Context: an optimization exercise on an open-source flow, tuned for small area, a short achievable clock period and few clock cycles. The choices shown serve that exercise and are no tape-out recipe. Where RTL was checked, it was by simulation tests only, not by an equivalence proof against the original. Power figures rest on the tool's default switching activity, not on a simulated workload.

## pool_accel
module pool_accel (
    input  logic        clk,
    input  logic        rst,
    input  logic        cmd_valid_i,
    input  logic [1:0]  cmd_op_i,
    input  logic [31:0] cmd_rj_i,
    input  logic [31:0] cmd_rk_i,
    output logic        rsp_valid_o,
    output logic        wb_cyc_o,
    output logic        wb_stb_o,
    output logic        wb_we_o,
    output logic [31:0] wb_adr_o,
    output logic [31:0] wb_dat_o,
    input  logic [31:0] wb_dat_i,
    input  logic        wb_ack_i
);
clock: 10.0 ns
lec_check: 0
cap_margin: 20
core_margin: 2
core_utilization: 40
cts_cluster_diameter: 60
cts_cluster_size: 30
slew_margin: 20
standard.sh (not shown) runs the stock make flow with config.mk's settings and CLKGATE_MAP_FILE= SYNTH_SCRIPT=/design/flow/synth_recipe.tcl, a recipe that flattens the netlist after the stock synthesis.
==> flow/flow/run.sh <==
#!/bin/bash
# The standard layout, with the port buffers made of plain buffers and a
# larger setup margin for the timing repair.
set -euo pipefail
export BUFFER_PORTS_ARGS="-buffer_cell sky130_fd_sc_hd__buf_1"
bash standard.sh SETUP_SLACK_MARGIN=6.5 finish > layout.log 2>&1
Testbench counts at the start, summed over its fixed seeds: cycles 127,638.
Rerun with:
--- a/flow/design.v
+++ b/flow/design.v
@@ -85,44 +85,45 @@
     logic [1:0]  i_q;
     logic [7:0]  c_q;
     logic [1:0]  cnt_q;
     logic [7:0]  y_q;
     logic        rdone_q;    
     logic [12:0] dlt_q;      
     logic        i_end;
     logic        nxt_cpl;
     logic        x_fits_c;
     logic        y_fits_c;
     logic        x_fits;     
     logic        y_fits;
-    logic [12:0] db_q;       
+    logic [12:0] dlt_q2;
     logic [1:0]  cstep;
     logic [12:0] dlt_nxt;
     assign i_end   = (i_q == k_q - 2'd1);
     assign nxt_cpl = i_end && (cnt_q == 2'd0);
     assign x_fits_c = ({1'b0, c_q} + {7'd0, s_q} + 9'd1) <= {1'b0, w_q};
     assign y_fits_c = ({1'b0, y_q} + {7'd0, s_q} + {7'd0, k_q}) <= {1'b0, h_q};
     assign cstep   = (cnt_q == 2'd0) ? jump : 2'd1;
     always_comb begin
         if (!i_end) begin
             dlt_nxt = w4;
-        end else if (cnt_q != 2'd0 || x_fits) begin
+        end else if (cnt_q != 2'd0 || x_fits_c) begin
             dlt_nxt = {9'd0, cstep, 2'd0} - km1w4;
         end else begin
-            dlt_nxt = db_q - {3'd0, c_q, 2'd0};
+            dlt_nxt = sw4 - km1w4 - {3'd0, c_q, 2'd0};
         end
     end
     always_ff @(posedge clk) begin
         x_fits <= x_fits_c;
         y_fits <= y_fits_c;
+        dlt_q2 <= dlt_nxt;
     end
     logic        stb_q;
     logic        we_q;
     logic [31:0] adr_q;
     logic [31:0] oth_q;
     logic        t_first_q;  
     logic        t_last_q;
     logic        t_cpl_q;
     logic        pend_q;     
     logic        wq_q;       
     logic [31:0] d_q;
     logic        dv_q;
@@ -201,31 +202,30 @@
                 oth_q <= adr_sum;
             end
             if (go_r) begin
                 t_first_q <= (i_q == 2'd0);
                 t_last_q  <= i_end;
                 t_cpl_q   <= nxt_cpl;
             end
         end
     end
     always_ff @(posedge clk) begin
         if (run_acc) begin
             dlt_q <= '0;
-            db_q  <= sw4 - km1w4;
             i_q   <= '0;
             c_q   <= '0;
             cnt_q <= k_q - 2'd1;
             y_q   <= '0;
         end else if (adv_q) begin
-            dlt_q <= dlt_nxt;
+            dlt_q <= dlt_q2;
             if (!i_end) begin
                 i_q <= i_q + 2'd1;
             end else begin
                 i_q <= '0;
                 if (cnt_q != 2'd0) begin
                     cnt_q <= cnt_q - 2'd1;
                     c_q   <= c_q + 8'd1;
                 end else if (x_fits) begin
                     cnt_q <= (s_q > k_q) ? k_q - 2'd1 : s_q - 2'd1;
                     c_q   <= c_q + {6'd0, jump};
                 end else begin
                     cnt_q <= k_q - 2'd1;
@@ -239,26 +239,38 @@
     logic        f_q;        
     logic        f_last_q;
     logic        f_cpl_q;
     logic        wb_p2_q;    
     logic        col_done;   
     logic        col_cpl;
     logic [31:0] ident;
     logic [31:0] yv;
     logic [32:0] ut;
     logic [31:0] u;
     assign ident    = {!mode_q, 31'd0};
     assign yv       = f_q ? ident : acc_q;
-    assign ut       = {x_q[31], x_q} + ({yv[31], yv} ^ {33{!mode_q}}) + {32'd0, !mode_q};
-    assign u        = mode_q ? ut[31:0] : (ut[32] ? yv : x_q);
+    logic [32:0] yin;
+    logic [32:0] pp;
+    logic [32:0] cy;
+    logic [31:0] sel;
+    logic [31:0] hi;
+    logic [31:0] lo;
+    assign yin      = {yv[31], yv} ^ {33{!mode_q}};
+    assign pp       = {x_q[31], x_q} ^ yin;
+    assign ut       = {x_q[31], x_q} + yin + {32'd0, !mode_q};
+    assign cy       = ut ^ pp;
+    assign sel      = mode_q ? cy[31:0] : {32{ut[32]}};
+    assign hi       = mode_q ? ~pp[31:0] : yv;
+    assign lo       = mode_q ? pp[31:0] : x_q;
+    assign u        = (sel & hi) | (~sel & lo);
     assign col_done = (dv_q && !d_first_q && d_last_q) || (f_q && f_last_q);
     assign col_cpl  = f_q ? f_cpl_q : d_cpl_q;
     always_ff @(posedge clk) begin
         d_q       <= wb_dat_i;
         d_first_q <= t_first_q;
         d_last_q  <= t_last_q;
         d_cpl_q   <= t_cpl_q;
         f_last_q  <= d_last_q;
         f_cpl_q   <= d_cpl_q;
         c_cpl_q   <= col_cpl;
         if (stb_q && !we_q && wb_ack_i && !t_first_q) begin
             x_q <= wb_dat_i;
Effect: Power came out lower by 0.66%; synthesized area goes down by 2.1%; setup slack gets worse by 0.51 ns; global-route usage increases by 1.2 points; core utilization increases by 0.90 points.
For the second run of this note, only the layout was checked, not whether the RTL still works.

---

The RTL this note starts from:
==> flow/design.v <==
package pool_pkg;
    typedef logic [31:0] word_t;
    typedef logic [7:0] dim_t;
    typedef logic [1:0] ksize_t;
    typedef enum logic {
        POOL_MAX = 1'b0,   
        POOL_SUM = 1'b1    
    } pool_mode_e;
    typedef enum logic [1:0] {
        OP_CONF = 2'd0,
        OP_DEST = 2'd1,
        OP_RUN  = 2'd2
    } cmd_op_e;
    typedef enum logic [1:0] {
        ST_IDLE,
        ST_RUN,
        ST_DRAIN
    } ctrl_state_e;
    localparam int CONF_KSIZE_LSB  = 0;
    localparam int CONF_STRIDE_LSB = 2;
    localparam int CONF_MODE_BIT   = 4;
    localparam int CONF_WIDTH_LSB  = 8;
    localparam int CONF_HEIGHT_LSB = 16;
endpackage
module pool_accel (
    input  logic        clk,
    input  logic        rst,
    input  logic        cmd_valid_i,
    input  logic [1:0]  cmd_op_i,
    input  logic [31:0] cmd_rj_i,
    input  logic [31:0] cmd_rk_i,
    output logic        rsp_valid_o,
    output logic        wb_cyc_o,
    output logic        wb_stb_o,
    output logic        wb_we_o,
    output logic [31:0] wb_adr_o,
    output logic [31:0] wb_dat_o,
    input  logic [31:0] wb_dat_i,
    input  logic        wb_ack_i
);
    logic [31:0] src_q;
    logic [31:0] dst_q;
    logic [7:0]  w_q;
    logic [7:0]  h_q;
    logic [1:0]  k_q;       
    logic [1:0]  s_q;       
    logic        mode_q;    
    logic        busy_q;
    logic        rsp_q;
    logic        cmd_acc;
    logic        conf_acc;
    logic        dest_acc;
    logic        run_acc;
    logic        fits;
    assign cmd_acc  = cmd_valid_i && !busy_q;
    assign conf_acc = cmd_acc && (cmd_op_i == 2'd0);
    assign dest_acc = cmd_acc && (cmd_op_i == 2'd1);
    assign run_acc  = cmd_acc && (cmd_op_i == 2'd2);
    assign fits     = ({6'd0, k_q} <= w_q) && ({6'd0, k_q} <= h_q);
    always_ff @(posedge clk) begin
        if (conf_acc) begin
            src_q  <= cmd_rj_i;
            k_q    <= (cmd_rk_i[1:0] == 2'd0) ? 2'd1 : cmd_rk_i[1:0];
            s_q    <= (cmd_rk_i[3:2] == 2'd0) ? 2'd1 : cmd_rk_i[3:2];
            mode_q <= cmd_rk_i[4];
            w_q    <= cmd_rk_i[15:8];
            h_q    <= cmd_rk_i[23:16];
        end
        if (dest_acc) begin
            dst_q <= cmd_rj_i;
        end
    end
    logic        k1;
    logic        k3;
    logic [12:0] w4;        
    logic [12:0] km1w4;     
    logic [12:0] sw4;       
    logic [1:0]  jump;      
    assign k1    = (k_q == 2'd1);
    assign k3    = (k_q == 2'd3);
    assign w4    = {3'd0, w_q, 2'd0};
    assign km1w4 = k3 ? {2'd0, w_q, 3'd0} : (k1 ? 13'd0 : w4);
    assign sw4   = (s_q[1] ? {2'd0, w_q, 3'd0} : 13'd0) + (s_q[0] ? w4 : 13'd0);
    assign jump  = (s_q > k_q) ? (s_q - k_q + 2'd1) : 2'd1;
    logic [1:0]  i_q;
    logic [7:0]  c_q;
    logic [1:0]  cnt_q;
    logic [7:0]  y_q;
    logic        rdone_q;    
    logic [12:0] dlt_q;      
    logic        i_end;
    logic        nxt_cpl;
    logic        x_fits_c;
    logic        y_fits_c;
    logic        x_fits;     
    logic        y_fits;
    logic [12:0] dlt_q2;
    logic [1:0]  cstep;
    logic [12:0] dlt_nxt;
    assign i_end   = (i_q == k_q - 2'd1);
    assign nxt_cpl = i_end && (cnt_q == 2'd0);
    assign x_fits_c = ({1'b0, c_q} + {7'd0, s_q} + 9'd1) <= {1'b0, w_q};
    assign y_fits_c = ({1'b0, y_q} + {7'd0, s_q} + {7'd0, k_q}) <= {1'b0, h_q};
    assign cstep   = (cnt_q == 2'd0) ? jump : 2'd1;
    always_comb begin
        if (!i_end) begin
            dlt_nxt = w4;
        end else if (cnt_q != 2'd0 || x_fits_c) begin
            dlt_nxt = {9'd0, cstep, 2'd0} - km1w4;
        end else begin
            dlt_nxt = sw4 - km1w4 - {3'd0, c_q, 2'd0};
        end
    end
    always_ff @(posedge clk) begin
        x_fits <= x_fits_c;
        y_fits <= y_fits_c;
        dlt_q2 <= dlt_nxt;
    end
    logic        stb_q;
    logic        we_q;
    logic [31:0] adr_q;
    logic [31:0] oth_q;
    logic        t_first_q;  
    logic        t_last_q;
    logic        t_cpl_q;
    logic        pend_q;     
    logic        wq_q;       
    logic [31:0] d_q;
    logic        dv_q;
    logic        d_first_q;
    logic        d_last_q;
    logic        d_cpl_q;
    logic [31:0] acc_q;      
    logic        cv_q;       
    logic        c_cpl_q;    
    logic [31:0] c1_q;       
    logic [31:0] p2_q;       
    logic [31:0] res_q;
    logic        bnd;
    logic        go_w;
    logic        go_r;
    logic        swap;
    logic        fin;
    logic [31:0] adr_sum;
    assign bnd     = busy_q && (!stb_q || wb_ack_i);
    assign go_w    = wq_q || (cv_q && c_cpl_q);
    assign go_r    = !go_w && !rdone_q && (!nxt_cpl || !pend_q || (stb_q && we_q));
    assign swap    = go_w || we_q;
    assign fin     = busy_q && rdone_q && stb_q && we_q && wb_ack_i;
    assign adr_sum = adr_q + (we_q ? 32'd4 : {{19{dlt_q[12]}}, dlt_q});
    logic        adv_q;
    always_ff @(posedge clk) begin
        if (rst) begin
            busy_q  <= 1'b0;
            rsp_q   <= 1'b0;
            stb_q   <= 1'b0;
            pend_q  <= 1'b0;
            wq_q    <= 1'b0;
            rdone_q <= 1'b1;
            adv_q   <= 1'b0;
        end else begin
            rsp_q <= conf_acc || dest_acc || (run_acc && !fits) || fin;
            adv_q <= bnd && go_r;
            if (run_acc && fits) begin
                busy_q  <= 1'b1;
                rdone_q <= 1'b0;
                pend_q  <= 1'b0;
                wq_q    <= 1'b0;
            end
            if (fin) begin
                busy_q <= 1'b0;
            end
            if (cv_q && c_cpl_q) begin
                wq_q <= 1'b1;
            end
            if (stb_q && we_q && wb_ack_i) begin
                pend_q <= 1'b0;
            end
            if (adv_q && nxt_cpl) begin
                pend_q <= 1'b1;
                if (!x_fits && !y_fits) begin
                    rdone_q <= 1'b1;
                end
            end
            if (bnd) begin
                stb_q <= go_w || go_r;
                if (go_w) begin
                    wq_q <= 1'b0;
                end
            end
        end
    end
    always_ff @(posedge clk) begin
        if (run_acc) begin
            adr_q <= src_q;
            oth_q <= dst_q;
            we_q  <= 1'b0;
        end else if (bnd && (go_w || go_r)) begin
            we_q  <= go_w;
            adr_q <= swap ? oth_q : adr_sum;
            if (swap) begin
                oth_q <= adr_sum;
            end
            if (go_r) begin
                t_first_q <= (i_q == 2'd0);
                t_last_q  <= i_end;
                t_cpl_q   <= nxt_cpl;
            end
        end
    end
    always_ff @(posedge clk) begin
        if (run_acc) begin
            dlt_q <= '0;
            i_q   <= '0;
            c_q   <= '0;
            cnt_q <= k_q - 2'd1;
            y_q   <= '0;
        end else if (adv_q) begin
            dlt_q <= dlt_q2;
            if (!i_end) begin
                i_q <= i_q + 2'd1;
            end else begin
                i_q <= '0;
                if (cnt_q != 2'd0) begin
                    cnt_q <= cnt_q - 2'd1;
                    c_q   <= c_q + 8'd1;
                end else if (x_fits) begin
                    cnt_q <= (s_q > k_q) ? k_q - 2'd1 : s_q - 2'd1;
                    c_q   <= c_q + {6'd0, jump};
                end else begin
                    cnt_q <= k_q - 2'd1;
                    c_q   <= '0;
                    y_q   <= y_q + {6'd0, s_q};
                end
            end
        end
    end
    logic [31:0] x_q;
    logic        f_q;        
    logic        f_last_q;
    logic        f_cpl_q;
    logic        wb_p2_q;    
    logic        col_done;   
    logic        col_cpl;
    logic [31:0] ident;
    logic [31:0] yv;
    logic [32:0] ut;
    logic [31:0] u;
    assign ident    = {!mode_q, 31'd0};
    assign yv       = f_q ? ident : acc_q;
    logic [32:0] yin;
    logic [32:0] pp;
    logic [32:0] cy;
    logic [31:0] sel;
    logic [31:0] hi;
    logic [31:0] lo;
    assign yin      = {yv[31], yv} ^ {33{!mode_q}};
    assign pp       = {x_q[31], x_q} ^ yin;
    assign ut       = {x_q[31], x_q} + yin + {32'd0, !mode_q};
    assign cy       = ut ^ pp;
    assign sel      = mode_q ? cy[31:0] : {32{ut[32]}};
    assign hi       = mode_q ? ~pp[31:0] : yv;
    assign lo       = mode_q ? pp[31:0] : x_q;
    assign u        = (sel & hi) | (~sel & lo);
    assign col_done = (dv_q && !d_first_q && d_last_q) || (f_q && f_last_q);
    assign col_cpl  = f_q ? f_cpl_q : d_cpl_q;
    always_ff @(posedge clk) begin
        d_q       <= wb_dat_i;
        d_first_q <= t_first_q;
        d_last_q  <= t_last_q;
        d_cpl_q   <= t_cpl_q;
        f_last_q  <= d_last_q;
        f_cpl_q   <= d_cpl_q;
        c_cpl_q   <= col_cpl;
        if (stb_q && !we_q && wb_ack_i && !t_first_q) begin
            x_q <= wb_dat_i;
        end else if (dv_q && d_first_q) begin
            x_q <= d_q;
        end else if (col_done && col_cpl && k3) begin
            x_q <= p2_q;
        end else if ((col_done && (col_cpl ? !k1 : k3)) || (cv_q && c_cpl_q && k3)) begin
            x_q <= c1_q;
        end else begin
            x_q <= ident;
        end
        if (rst) begin
            dv_q    <= 1'b0;
            f_q     <= 1'b0;
            cv_q    <= 1'b0;
            wb_p2_q <= 1'b0;
        end else begin
            dv_q    <= stb_q && !we_q && wb_ack_i;
            f_q     <= dv_q && d_first_q;
            cv_q    <= col_done;
            wb_p2_q <= k3 && ((col_done && !col_cpl) || (cv_q && c_cpl_q));
        end
    end
    always_ff @(posedge clk) begin
        if ((dv_q && !d_first_q) || f_q) begin
            acc_q <= u;
        end
        if (wb_p2_q) begin
            p2_q <= u;
        end
        if (wb_p2_q || (cv_q && !k3)) begin
            c1_q <= acc_q;
        end
        if (cv_q && c_cpl_q) begin
            res_q <= u;
        end
    end
    assign rsp_valid_o = rsp_q;
    assign wb_cyc_o    = stb_q;
    assign wb_stb_o    = stb_q;
    assign wb_we_o     = we_q;
    assign wb_adr_o    = adr_q;
    assign wb_dat_o    = res_q;
endmodule
Settings: LEC_CHECK=0, CAP_MARGIN=20, CORE_MARGIN=2, CORE_UTILIZATION=40, SLEW_MARGIN=20; clock period 10.0 ns.
Scripts as last shown in full above: flow/flow/run.sh
==> next run, changes <==
--- a/flow/design.v
+++ b/flow/design.v
@@ -88,36 +88,28 @@
     logic [7:0]  y_q;
     logic        rdone_q;    
     logic [12:0] dlt_q;      
     logic        i_end;
     logic        nxt_cpl;
-    logic        x_fits_c;
-    logic        y_fits_c;
-    logic        x_fits;     
+    logic        x_fits;
     logic        y_fits;
-    logic [12:0] dlt_q2;
     logic [1:0]  cstep;
     logic [12:0] dlt_nxt;
     assign i_end   = (i_q == k_q - 2'd1);
     assign nxt_cpl = i_end && (cnt_q == 2'd0);
-    assign x_fits_c = ({1'b0, c_q} + {7'd0, s_q} + 9'd1) <= {1'b0, w_q};
-    assign y_fits_c = ({1'b0, y_q} + {7'd0, s_q} + {7'd0, k_q}) <= {1'b0, h_q};
+    assign x_fits  = ({1'b0, c_q} + {7'd0, s_q} + 9'd1) <= {1'b0, w_q};
+    assign y_fits  = ({1'b0, y_q} + {7'd0, s_q} + {7'd0, k_q}) <= {1'b0, h_q};
     assign cstep   = (cnt_q == 2'd0) ? jump : 2'd1;
     always_comb begin
         if (!i_end) begin
             dlt_nxt = w4;
-        end else if (cnt_q != 2'd0 || x_fits_c) begin
+        end else if (cnt_q != 2'd0 || x_fits) begin
             dlt_nxt = {9'd0, cstep, 2'd0} - km1w4;
         end else begin
             dlt_nxt = sw4 - km1w4 - {3'd0, c_q, 2'd0};
         end
     end
-    always_ff @(posedge clk) begin
-        x_fits <= x_fits_c;
-        y_fits <= y_fits_c;
-        dlt_q2 <= dlt_nxt;
-    end
     logic        stb_q;
     logic        we_q;
     logic [31:0] adr_q;
     logic [31:0] oth_q;
     logic        t_first_q;  
@@ -214,11 +206,11 @@
             i_q   <= '0;
             c_q   <= '0;
             cnt_q <= k_q - 2'd1;
             y_q   <= '0;
         end else if (adv_q) begin
-            dlt_q <= dlt_q2;
+            dlt_q <= dlt_nxt;
             if (!i_end) begin
                 i_q <= i_q + 2'd1;
             end else begin
                 i_q <= '0;
                 if (cnt_q != 2'd0) begin
@@ -246,24 +238,12 @@
     logic [31:0] yv;
     logic [32:0] ut;
     logic [31:0] u;
     assign ident    = {!mode_q, 31'd0};
     assign yv       = f_q ? ident : acc_q;
-    logic [32:0] yin;
-    logic [32:0] pp;
-    logic [32:0] cy;
-    logic [31:0] sel;
-    logic [31:0] hi;
-    logic [31:0] lo;
-    assign yin      = {yv[31], yv} ^ {33{!mode_q}};
-    assign pp       = {x_q[31], x_q} ^ yin;
-    assign ut       = {x_q[31], x_q} + yin + {32'd0, !mode_q};
-    assign cy       = ut ^ pp;
-    assign sel      = mode_q ? cy[31:0] : {32{ut[32]}};
-    assign hi       = mode_q ? ~pp[31:0] : yv;
-    assign lo       = mode_q ? pp[31:0] : x_q;
-    assign u        = (sel & hi) | (~sel & lo);
+    assign ut       = {x_q[31], x_q} + ({yv[31], yv} ^ {33{!mode_q}}) + {32'd0, !mode_q};
+    assign u        = mode_q ? ut[31:0] : (ut[32] ? yv : x_q);
     assign col_done = (dv_q && !d_first_q && d_last_q) || (f_q && f_last_q);
     assign col_cpl  = f_q ? f_cpl_q : d_cpl_q;
     always_ff @(posedge clk) begin
         d_q       <= wb_dat_i;
         d_first_q <= t_first_q;
- combinational power grows by well over a third
- routed wire length grows by a few percent
- clock power stays flat
- die area stays the same
- critical path depth stays the same
- setup slack gets better by 0.15 ns
- count of clock-buffer cells in the layout shrinks by 5
- sequential share of layout area shrinks by 2.5 points
- core utilization grows by 1.8 points
- maximum frequency grows by a few percent
- final cell count grows by a few percent
No run of this note included a check of the RTL's function; only the layout flow was run.

## static timing again, ports no longer ideal
Ports are ideal in the flow. The routed layouts listed here were re-timed in OpenROAD.
Step 1 assumes that a clkbuf_16 drives the clock port and a buf_2 every other input.
Step 2 adds t to the input delays and takes it off the output delays; t is the mean of the earliest and latest rising clock arrival at the registers after step 1. Input paths then give back, and output paths get back, about the clock's delay inside the block.
Three values: ideal ports, drivers, drivers and shift; two values: the first two.
run	t, ns	setup WS [ns]	worst setup path after step 2
the first run of note 1	0.597	6.568 / 6.513 / 6.090	input to register
the second run of note 1	0.609	6.056 / 6.056 / 5.994	input to register
the first run of note 2	0.630	6.005 / 6.005 / 5.999	input to register
the second run of note 2	0.629	6.152 / 6.152 / 5.988	input to register
After both steps setup and hold are still met in every run listed. For the first run of note 1, which loses most, drivers alone change the setup slack by -0.055 ns; drivers and shift together by -0.478 ns.
